What follows belongs to an exercise in optimizing a design on an open flow for small area and a short achievable clock period; a production flow would make more cautious choices.
Only simulation tests tie the RTL to the original design; equivalence was not proved.
The clock port is modelled as an ideal driver, which makes a skipped or thinned clock tree look cheaper than it is; a real chip needs a root buffer or a tree.
Power is estimated from default activity; no workload was simulated.

// doubling_adder_top
module doubling_adder_top (
  input  logic                  clk,
  input  logic                  arst_n,
  input  logic                  in_valid,
  input  logic [64-1:0] a,
  input  logic [64-1:0] b,
  input  logic                  cin,
  output logic [64:0]   sum,
  output logic                  out_valid
);
export LEC_CHECK = 0
export CAP_MARGIN = 20
export CORE_MARGIN = 2
export CORE_UTILIZATION = 65
export HOLD_SLACK_MARGIN = 0.05
export SETUP_SLACK_MARGIN = 1.7
export SLEW_MARGIN = 20
export SYNTH_HIERARCHICAL = 1
export SYNTH_MINIMUM_KEEP_SIZE = 0
create_clock -name core_clock -period 3.2 [get_ports {clk}]
standard.sh (not shown) runs the stock make flow with config.mk's settings and CLKGATE_MAP_FILE= SYNTH_SCRIPT=/design/flow/synth_recipe.tcl, a recipe that flattens the netlist after the stock synthesis.
==> flow/flow/run.sh <==
#!/bin/bash
# Layout flow: the standard flow (standard.sh, unchanged synthesis) with
#  - the port buffers of buffer_ports set to sky130_fd_sc_hd__buf_2, which
#    repair_timing sizes up where timing needs it (every port still gets its
#    own buffer);
#  - a small balanced clock tree (cts_tree.tcl) in place of TritonCTS: the clock
#    port drives four clock buffers, each driving two leaf clock buffers, each
#    leaf driving an eighth of the flip-flops;
#  - the output register's flip-flops one drive strength up (same cell type).
set -euo pipefail
HERE=$(cd "$(dirname "$0")" && pwd)
bash standard.sh finish BUFFER_PORTS_ARGS="-buffer_cell sky130_fd_sc_hd__buf_2" \
  PRE_CTS_TCL="$HERE/cts_tree.tcl" CTS_TOP_BUFS=4 CTS_LEAF_BUFS=2 \
  CTS_TOP_CELL=sky130_fd_sc_hd__clkbuf_16 CTS_LEAF_CELL=sky130_fd_sc_hd__clkbuf_16 \
  OUT_FLOP_CELL=sky130_fd_sc_hd__dfrtp_2 \
  > standard_flow.log 2>&1
==> flow/flow/cts_tree.tcl <==
# Sourced by ORFS cts.tcl before it builds the clock tree (PRE_CTS_TCL).
# Replaces clock_tree_synthesis with a small balanced tree: the clock port
# drives CTS_TOP_BUFS buffers, each of which drives CTS_LEAF_BUFS leaf buffers
# (or the flip-flops directly when CTS_LEAF_BUFS is 0). The flip-flops are split
# into groups of equal size by position (halves in x, then halves in y, ...),
# one group per leaf buffer, placed at the group's centre. Every flip-flop sees
# the same number and type of buffers, with no deliberate skew.
set ::cts_top  [expr {[info exists ::env(CTS_TOP_BUFS)]  ? $::env(CTS_TOP_BUFS)  : 4}]
set ::cts_leaf [expr {[info exists ::env(CTS_LEAF_BUFS)] ? $::env(CTS_LEAF_BUFS) : 2}]
set ::cts_top_cell  [expr {[info exists ::env(CTS_TOP_CELL)]  ? $::env(CTS_TOP_CELL)  : "sky130_fd_sc_hd__clkbuf_8"}]
set ::cts_leaf_cell [expr {[info exists ::env(CTS_LEAF_CELL)] ? $::env(CTS_LEAF_CELL) : "sky130_fd_sc_hd__clkbuf_16"}]

# items: list of {object x y}; split into n groups (n a power of two) of equal
# size by recursive bisection at the median, alternating between x and y.
proc cts_tree_split {items n axis} {
  if {$n <= 1} { return [list $items] }
  set idx [expr {$axis eq "x" ? 1 : 2}]
  set sorted [lsort -real -index $idx $items]
  set half [expr {[llength $sorted] / 2}]
  set other [expr {$axis eq "x" ? "y" : "x"}]
  return [concat [cts_tree_split [lrange $sorted 0 [expr {$half - 1}]] [expr {$n / 2}] $other] \
                 [cts_tree_split [lrange $sorted $half end] [expr {$n / 2}] $other]]
}

# Creates a buffer of cell $cell named $name driving the iterms of $items from
# net $in_net, placed at the centre of the items; returns {iterm x y} of its input.
proc cts_tree_buffer {name cell in_net items} {
  set block [ord::get_db_block]
  set master [[ord::get_db] findMaster $cell]
  set inst [odb::dbInst_create $block $master $name]
  set net [odb::dbNet_create $block "net_$name"]
  $net setSigType CLOCK
  set sx 0; set sy 0
  foreach item $items {
    lassign $item it x y
    $it disconnect
    $it connect $net
    set sx [expr {$sx + $x}]; set sy [expr {$sy + $y}]
  }
  set n [llength $items]
  set cx [expr {int($sx / $n)}]
  set cy [expr {int($sy / $n)}]
  $inst setLocation [expr {$cx - [$master getWidth] / 2}] [expr {$cy - [$master getHeight] / 2}]
  $inst setPlacementStatus PLACED
  set a [$inst findITerm A]
  $a connect $in_net
  [$inst findITerm X] connect $net
  puts "cts_tree: $name ($cell) drives $n loads at ($cx, $cy)"
  return [list $a $cx $cy]
}

proc clock_tree_synthesis {args} {
  # The output register drives the output port's buffer: give it more drive.
  if {[info exists ::env(OUT_FLOP_CELL)] && $::env(OUT_FLOP_CELL) ne ""} {
    set n 0
    set master [[ord::get_db] findMaster $::env(OUT_FLOP_CELL)]
    foreach inst [[ord::get_db_block] getInsts] {
      if {[string match "sum*" [$inst getName]] && [[$inst getMaster] getName] eq "sky130_fd_sc_hd__dfrtp_1"} {
        $inst swapMaster $master
        incr n
      }
    }
    puts "cts_tree: $n output flip-flops set to $::env(OUT_FLOP_CELL)"
  }
  puts "cts_tree: $::cts_top x $::cts_top_cell, each driving $::cts_leaf x $::cts_leaf_cell (replaces clock_tree_synthesis $args)"
  set block [ord::get_db_block]
  set clk_net [$block findNet clk]
  set items {}
  foreach it [$clk_net getITerms] {
    set inst [$it getInst]
    lassign [$inst getLocation] x y
    set m [$inst getMaster]
    lappend items [list $it [expr {$x + [$m getWidth] / 2}] [expr {$y + [$m getHeight] / 2}]]
  }
  set t 0
  foreach top_group [cts_tree_split $items $::cts_top x] {
    if {$::cts_leaf > 0} {
      set leaves {}
      set l 0
      foreach leaf_group [cts_tree_split $top_group $::cts_leaf [expr {$::cts_top % 2 ? "x" : "y"}]] {
        set tmp [odb::dbNet_create $block "net_tmp_${t}_$l"]
        lappend leaves [cts_tree_buffer "clkbuf_leaf_${t}_$l" $::cts_leaf_cell $tmp $leaf_group]
        incr l
      }
      set top_in [cts_tree_buffer "clkbuf_top_$t" $::cts_top_cell $clk_net $leaves]
      foreach l [$block getNets] { if {[string match "net_tmp_*" [$l getName]] && [llength [$l getITerms]] == 0} { odb::dbNet_destroy $l } }
    } else {
      cts_tree_buffer "clkbuf_top_$t" $::cts_top_cell $clk_net $top_group
    }
    incr t
  }
  $clk_net setSigType CLOCK
  set_propagated_clock [all_clocks]
}
Then changed:
==> flow/flow/run.sh (replaced) <==
#!/bin/bash
# Layout flow: the standard flow (standard.sh, unchanged synthesis) with
#  - the port buffers of buffer_ports set to sky130_fd_sc_hd__buf_2, which
#    repair_timing sizes up where timing needs it (every port still gets its
#    own buffer);
#  - a small balanced clock tree (cts_tree.tcl) in place of TritonCTS: the clock
#    port drives four clock inverters, each driving two leaf clock inverters,
#    each leaf driving an eighth of the flip-flops (two inversions on every
#    path, so each acts as a buffer).
set -euo pipefail
HERE=$(cd "$(dirname "$0")" && pwd)
bash standard.sh finish BUFFER_PORTS_ARGS="-buffer_cell sky130_fd_sc_hd__buf_2" \
  PRE_CTS_TCL="$HERE/cts_tree.tcl" CTS_TOP_BUFS=4 CTS_LEAF_BUFS=2 \
  CTS_TOP_CELL=sky130_fd_sc_hd__clkinv_8 CTS_LEAF_CELL=sky130_fd_sc_hd__clkinv_8 \
  > standard_flow.log 2>&1
--- a/flow/flow/cts_tree.tcl
+++ b/flow/flow/cts_tree.tcl
@@ -1,6 +1,8 @@
 # Sourced by ORFS cts.tcl before it builds the clock tree (PRE_CTS_TCL).
 # Replaces clock_tree_synthesis with a small balanced tree: the clock port
-# drives CTS_TOP_BUFS buffers, each of which drives CTS_LEAF_BUFS leaf buffers
-# (or the flip-flops directly when CTS_LEAF_BUFS is 0). The flip-flops are split
+# drives CTS_TOP_BUFS cells, each of which drives CTS_LEAF_BUFS leaf cells (or
+# the flip-flops directly when CTS_LEAF_BUFS is 0). The cells may be buffers or
+# inverters; with inverters both levels invert, so every flip-flop still sees
+# the clock's rising edge through two inversions, like a buffer. The flip-flops are split
 # into groups of equal size by position (halves in x, then halves in y, ...),
 # one group per leaf buffer, placed at the group's centre. Every flip-flop sees
@@ -45,5 +47,7 @@
   set a [$inst findITerm A]
   $a connect $in_net
-  [$inst findITerm X] connect $net
+  foreach it [$inst getITerms] {
+    if {[$it isOutputSignal]} { $it connect $net }
+  }
   puts "cts_tree: $name ($cell) drives $n loads at ($cx, $cy)"
   return [list $a $cx $cy]
@@ -51,16 +55,4 @@
 
 proc clock_tree_synthesis {args} {
-  # The output register drives the output port's buffer: give it more drive.
-  if {[info exists ::env(OUT_FLOP_CELL)] && $::env(OUT_FLOP_CELL) ne ""} {
-    set n 0
-    set master [[ord::get_db] findMaster $::env(OUT_FLOP_CELL)]
-    foreach inst [[ord::get_db_block] getInsts] {
-      if {[string match "sum*" [$inst getName]] && [[$inst getMaster] getName] eq "sky130_fd_sc_hd__dfrtp_1"} {
-        $inst swapMaster $master
-        incr n
-      }
-    }
-    puts "cts_tree: $n output flip-flops set to $::env(OUT_FLOP_CELL)"
-  }
   puts "cts_tree: $::cts_top x $::cts_top_cell, each driving $::cts_leaf x $::cts_leaf_cell (replaces clock_tree_synthesis $args)"
   set block [ord::get_db_block]
--- a/flow/config.mk
+++ b/flow/config.mk
@@ -10,5 +10,5 @@
 export CORE_UTILIZATION = 65
 export HOLD_SLACK_MARGIN = 0.05
-export SETUP_SLACK_MARGIN = 1.7
+export SETUP_SLACK_MARGIN = 1.88
 export SLEW_MARGIN = 20
 export SYNTH_HIERARCHICAL = 1
This time the run died in global routing.
Synthesized cell count stays the same.
Area after synthesis stays the same.
The clock cells of the first run of this note come from the design's own scripts or RTL, not from TritonCTS.

---

Setup of exp/quartz:
Another version of the RTL of doubling_adder_top (not shown whole).
Size: ~150 flip-flops, about 200 I/O pins.
export LEC_CHECK = 0
export CAP_MARGIN = 20
export CORE_MARGIN = 2
export CORE_UTILIZATION = 65
export HOLD_SLACK_MARGIN = 0.05
export SETUP_SLACK_MARGIN = 1.7
export SLEW_MARGIN = 20
export SYNTH_HIERARCHICAL = 1
export SYNTH_MINIMUM_KEEP_SIZE = 0
create_clock -name core_clock -period 3.2 [get_ports {clk}]
==> flow/flow/run.sh <==
#!/bin/bash
# Layout flow: the standard flow (standard.sh, unchanged synthesis) with
#  - the port buffers of buffer_ports set to the smallest buffer, which
#    repair_timing then sizes up where timing needs it (every port still gets
#    its own buffer);
#  - a small balanced clock tree (cts_tree.tcl) in place of TritonCTS: the clock
#    port drives four clock buffers, each driving two leaf clock buffers, each
#    leaf driving an eighth of the flip-flops.
set -euo pipefail
HERE=$(cd "$(dirname "$0")" && pwd)
bash standard.sh finish BUFFER_PORTS_ARGS="-buffer_cell sky130_fd_sc_hd__buf_1" \
  PRE_CTS_TCL="$HERE/cts_tree.tcl" CTS_TOP_BUFS=4 CTS_LEAF_BUFS=2 \
  CTS_TOP_CELL=sky130_fd_sc_hd__clkbuf_8 CTS_LEAF_CELL=sky130_fd_sc_hd__clkbuf_16 \
  > standard_flow.log 2>&1
==> flow/flow/cts_tree.tcl <==
# Sourced by ORFS cts.tcl before it builds the clock tree (PRE_CTS_TCL).
# Replaces clock_tree_synthesis with a small balanced tree: the clock port
# drives CTS_TOP_BUFS buffers, each of which drives CTS_LEAF_BUFS leaf buffers
# (or the flip-flops directly when CTS_LEAF_BUFS is 0). The flip-flops are split
# into groups of equal size by position (halves in x, then halves in y, ...),
# one group per leaf buffer, placed at the group's centre. Every flip-flop sees
# the same number and type of buffers, with no deliberate skew.
set ::cts_top  [expr {[info exists ::env(CTS_TOP_BUFS)]  ? $::env(CTS_TOP_BUFS)  : 4}]
set ::cts_leaf [expr {[info exists ::env(CTS_LEAF_BUFS)] ? $::env(CTS_LEAF_BUFS) : 2}]
set ::cts_top_cell  [expr {[info exists ::env(CTS_TOP_CELL)]  ? $::env(CTS_TOP_CELL)  : "sky130_fd_sc_hd__clkbuf_8"}]
set ::cts_leaf_cell [expr {[info exists ::env(CTS_LEAF_CELL)] ? $::env(CTS_LEAF_CELL) : "sky130_fd_sc_hd__clkbuf_16"}]

# items: list of {object x y}; split into n groups (n a power of two) of equal
# size by recursive bisection at the median, alternating between x and y.
proc cts_tree_split {items n axis} {
  if {$n <= 1} { return [list $items] }
  set idx [expr {$axis eq "x" ? 1 : 2}]
  set sorted [lsort -real -index $idx $items]
  set half [expr {[llength $sorted] / 2}]
  set other [expr {$axis eq "x" ? "y" : "x"}]
  return [concat [cts_tree_split [lrange $sorted 0 [expr {$half - 1}]] [expr {$n / 2}] $other] \
                 [cts_tree_split [lrange $sorted $half end] [expr {$n / 2}] $other]]
}

# Creates a buffer of cell $cell named $name driving the iterms of $items from
# net $in_net, placed at the centre of the items; returns {iterm x y} of its input.
proc cts_tree_buffer {name cell in_net items} {
  set block [ord::get_db_block]
  set master [[ord::get_db] findMaster $cell]
  set inst [odb::dbInst_create $block $master $name]
  set net [odb::dbNet_create $block "net_$name"]
  $net setSigType CLOCK
  set sx 0; set sy 0
  foreach item $items {
    lassign $item it x y
    $it disconnect
    $it connect $net
    set sx [expr {$sx + $x}]; set sy [expr {$sy + $y}]
  }
  set n [llength $items]
  set cx [expr {int($sx / $n)}]
  set cy [expr {int($sy / $n)}]
  $inst setLocation [expr {$cx - [$master getWidth] / 2}] [expr {$cy - [$master getHeight] / 2}]
  $inst setPlacementStatus PLACED
  set a [$inst findITerm A]
  $a connect $in_net
  [$inst findITerm X] connect $net
  puts "cts_tree: $name ($cell) drives $n loads at ($cx, $cy)"
  return [list $a $cx $cy]
}

proc clock_tree_synthesis {args} {
  puts "cts_tree: $::cts_top x $::cts_top_cell, each driving $::cts_leaf x $::cts_leaf_cell (replaces clock_tree_synthesis $args)"
  set block [ord::get_db_block]
  set clk_net [$block findNet clk]
  set items {}
  foreach it [$clk_net getITerms] {
    set inst [$it getInst]
    lassign [$inst getLocation] x y
    set m [$inst getMaster]
    lappend items [list $it [expr {$x + [$m getWidth] / 2}] [expr {$y + [$m getHeight] / 2}]]
  }
  set t 0
  foreach top_group [cts_tree_split $items $::cts_top x] {
    if {$::cts_leaf > 0} {
      set leaves {}
      set l 0
      foreach leaf_group [cts_tree_split $top_group $::cts_leaf [expr {$::cts_top % 2 ? "x" : "y"}]] {
        set tmp [odb::dbNet_create $block "net_tmp_${t}_$l"]
        lappend leaves [cts_tree_buffer "clkbuf_leaf_${t}_$l" $::cts_leaf_cell $tmp $leaf_group]
        incr l
      }
      set top_in [cts_tree_buffer "clkbuf_top_$t" $::cts_top_cell $clk_net $leaves]
      foreach l [$block getNets] { if {[string match "net_tmp_*" [$l getName]] && [llength [$l getITerms]] == 0} { odb::dbNet_destroy $l } }
    } else {
      cts_tree_buffer "clkbuf_top_$t" $::cts_top_cell $clk_net $top_group
    }
    incr t
  }
  $clk_net setSigType CLOCK
  set_propagated_clock [all_clocks]
}
exp/quartz: full flow OK, the timing, design-rule and antenna checks passed
[inputs] exp/yarrow vs exp/quartz
- SETUP_SLACK_MARGIN now 1.69, was 1.7
==> flow/flow/run.sh <==
#!/bin/bash
# Layout flow: the standard flow (standard.sh, unchanged synthesis) with
#  - the port buffers of buffer_ports set to the smallest buffer, which
#    repair_timing then sizes up where timing needs it (every port still gets
#    its own buffer);
#  - a small balanced clock tree (cts_tree.tcl) in place of TritonCTS: the clock
#    port drives four clock inverters, each driving two leaf clock inverters,
#    each leaf driving an eighth of the flip-flops (two inversions on every
#    path, so each acts as a buffer).
set -euo pipefail
HERE=$(cd "$(dirname "$0")" && pwd)
bash standard.sh finish BUFFER_PORTS_ARGS="-buffer_cell sky130_fd_sc_hd__buf_1" \
  PRE_CTS_TCL="$HERE/cts_tree.tcl" CTS_TOP_BUFS=4 CTS_LEAF_BUFS=2 \
  CTS_TOP_CELL=sky130_fd_sc_hd__clkinv_2 CTS_LEAF_CELL=sky130_fd_sc_hd__clkinv_8 \
  > standard_flow.log 2>&1
-- flow/flow/cts_tree.tcl --
<<< exp/quartz, line 1
# Sourced by ORFS cts.tcl before it builds the clock tree (PRE_CTS_TCL).
# Replaces clock_tree_synthesis with a small balanced tree: the clock port
# drives CTS_TOP_BUFS buffers, each of which drives CTS_LEAF_BUFS leaf buffers
# (or the flip-flops directly when CTS_LEAF_BUFS is 0). The flip-flops are split
# into groups of equal size by position (halves in x, then halves in y, ...),
# one group per leaf buffer, placed at the group's centre. Every flip-flop sees
>>> exp/yarrow, line 1
# Sourced by ORFS cts.tcl before it builds the clock tree (PRE_CTS_TCL).
# Replaces clock_tree_synthesis with a small balanced tree: the clock port
# drives CTS_TOP_BUFS cells, each of which drives CTS_LEAF_BUFS leaf cells (or
# the flip-flops directly when CTS_LEAF_BUFS is 0). The cells may be buffers or
# inverters; with inverters both levels invert, so every flip-flop still sees
# the clock's rising edge through two inversions, like a buffer. The flip-flops are split
# into groups of equal size by position (halves in x, then halves in y, ...),
# one group per leaf buffer, placed at the group's centre. Every flip-flop sees
<<< exp/quartz, line 45
  set a [$inst findITerm A]
  $a connect $in_net
  [$inst findITerm X] connect $net
  puts "cts_tree: $name ($cell) drives $n loads at ($cx, $cy)"
  return [list $a $cx $cy]
>>> exp/yarrow, line 47
  set a [$inst findITerm A]
  $a connect $in_net
  foreach it [$inst getITerms] {
    if {[$it isOutputSignal]} { $it connect $net }
  }
  puts "cts_tree: $name ($cell) drives $n loads at ($cx, $cy)"
  return [list $a $cx $cy]
[summary]
Of exp/yarrow and exp/quartz, the higher worst setup slack belongs to exp/quartz. Sequential power share for exp/yarrow: 3.9 points up relative to exp/quartz. Delta (exp/yarrow minus exp/quartz): register-to-register setup slack neither gained nor lost much, count of unresolved DRC violations after routing neither gained nor lost much, peak supply drop lost about 12%. Cell count delta (exp/yarrow -> exp/quartz): insignificant. Re routed wire length: exp/yarrow and exp/quartz aren't equal, and the lower value belongs to exp/yarrow. In terms of count of state elements after synthesis, exp/yarrow and exp/quartz differ only marginally. Diff exp/quartz -> exp/yarrow: final cell utilization of the core lost 1.0 points, actual slew at the worst max-slew pin picked up an extra 50 ps, clock latency on the worst-skew pair neither gained nor lost much.
## Diff of input files: exp/violet against exp/yarrow
- changing SETUP_SLACK_MARGIN from 1.69 to 1.7
==> comparison <==
exp/violet vs exp/yarrow: setup slack up. Proportion of power drawn by the clock network essentially unchanged between exp/violet and exp/yarrow. Compared exp/violet against exp/yarrow; total power within noise. The placement-stage worst setup slack number comes out higher for exp/violet vs exp/yarrow. Relative to exp/yarrow, the routed length on met1 measured on exp/violet has decreased slightly. For fraction of the core area covered by cells at the end of the flow, exp/yarrow and exp/violet come out practically identical.
--- input diff exp/violet..exp/tundra ---
- SETUP_SLACK_MARGIN changed from 1.7 to 1.75
[summary]
The power in the clock group on exp/tundra is in line with that on exp/violet. [compare] base=exp/violet new=exp/tundra: power share of the combinational group climbed 4.2 points, total length of routed wires higher, power after layout went up by about 7%. Compared with exp/violet, in exp/tundra layout overhead on the synthesized area rose by 7.2 points; worst setup slack stayed essentially flat. Cmp exp/violet and exp/tundra / clock share of power / higher: exp/violet.
Setup changes, exp/tundra to exp/sierra
- CORE_UTILIZATION now 75, was 65
- SETUP_SLACK_MARGIN now 1.72, was 1.75
### Flow results
- All of exp/sierra and exp/tundra finish clean.
- Diff exp/tundra..exp/sierra | mapped cell area | unchanged
- The lower portion of the clock cycle consumed by the worst path in the final layout came out of exp/tundra.
- Setup WNS exp/tundra -> exp/sierra: worse
- In terms of count of non-CTS inverters in the layout, exp/sierra and exp/tundra differ only marginally.
- From exp/tundra to exp/sierra the numbers moved as follows: critical path depth rose 5; first-iteration DRC count rose 130%.
- Relative to exp/tundra, exp/sierra degrades peak clock frequency supported by timing.
- As of exp/sierra, total via count after detailed routing had risen by a little under 10% compared to exp/tundra.
- The combinational fraction of design power in exp/sierra was lower than what exp/tundra gave.
In every run of this note, the design's own scripts or RTL, not TritonCTS, make the clock network.

[port drivers added, routing unchanged]
In the flow no input, the clock included, has a driving cell. The finished layouts below were timed again as built, in two steps.
Step 1 (the two cells are an assumption about what drives the block):
set clk [get_ports {clk}]
set_driving_cell -lib_cell sky130_fd_sc_hd__clkbuf_16 $clk
set_driving_cell -lib_cell sky130_fd_sc_hd__buf_2 [delete_from_list [all_inputs] $clk]
Step 2 also shifts input and output timing later by t, the mid clock arrival at the registers, as if the neighbouring blocks saw the same clock.
Three values: ideal ports, drivers, drivers and shift; two values: the first two.
run | shift t [ns] | setup WS [ns] | latest minus earliest clock arrival (ns) | slew at the worst register clock pin (ns) | worst slew at a driven data input, ns
the first run of note 1 | 0.352 | 1.710 / 1.626 / 1.466 | 0.011 / 0.011 | 0.08 / 0.08 | 0.06
exp/quartz | 0.347 | 1.718 / 1.649 / 1.461 | 0.011 / 0.012 | 0.08 / 0.08 | 0.04
exp/yarrow | 0.337 | 1.712 / 1.637 / 1.449 | 0.010 / 0.011 | 0.08 / 0.08 | 0.03
exp/violet | 0.336 | 1.729 / 1.656 / 1.459 | 0.013 / 0.014 | 0.08 / 0.08 | 0.04
exp/tundra | 0.334 | 1.732 / 1.658 / 1.493 | 0.017 / 0.017 | 0.09 / 0.09 | 0.04
exp/sierra | 0.366 | 1.262 / 1.296 / 0.930 | 0.046 / 0.046 | 0.10 / 0.10 | 0.06
After both steps setup and hold are still met in every run listed. For exp/sierra, which loses most, drivers alone change the setup slack by +0.034 ns; drivers and shift together by -0.332 ns.
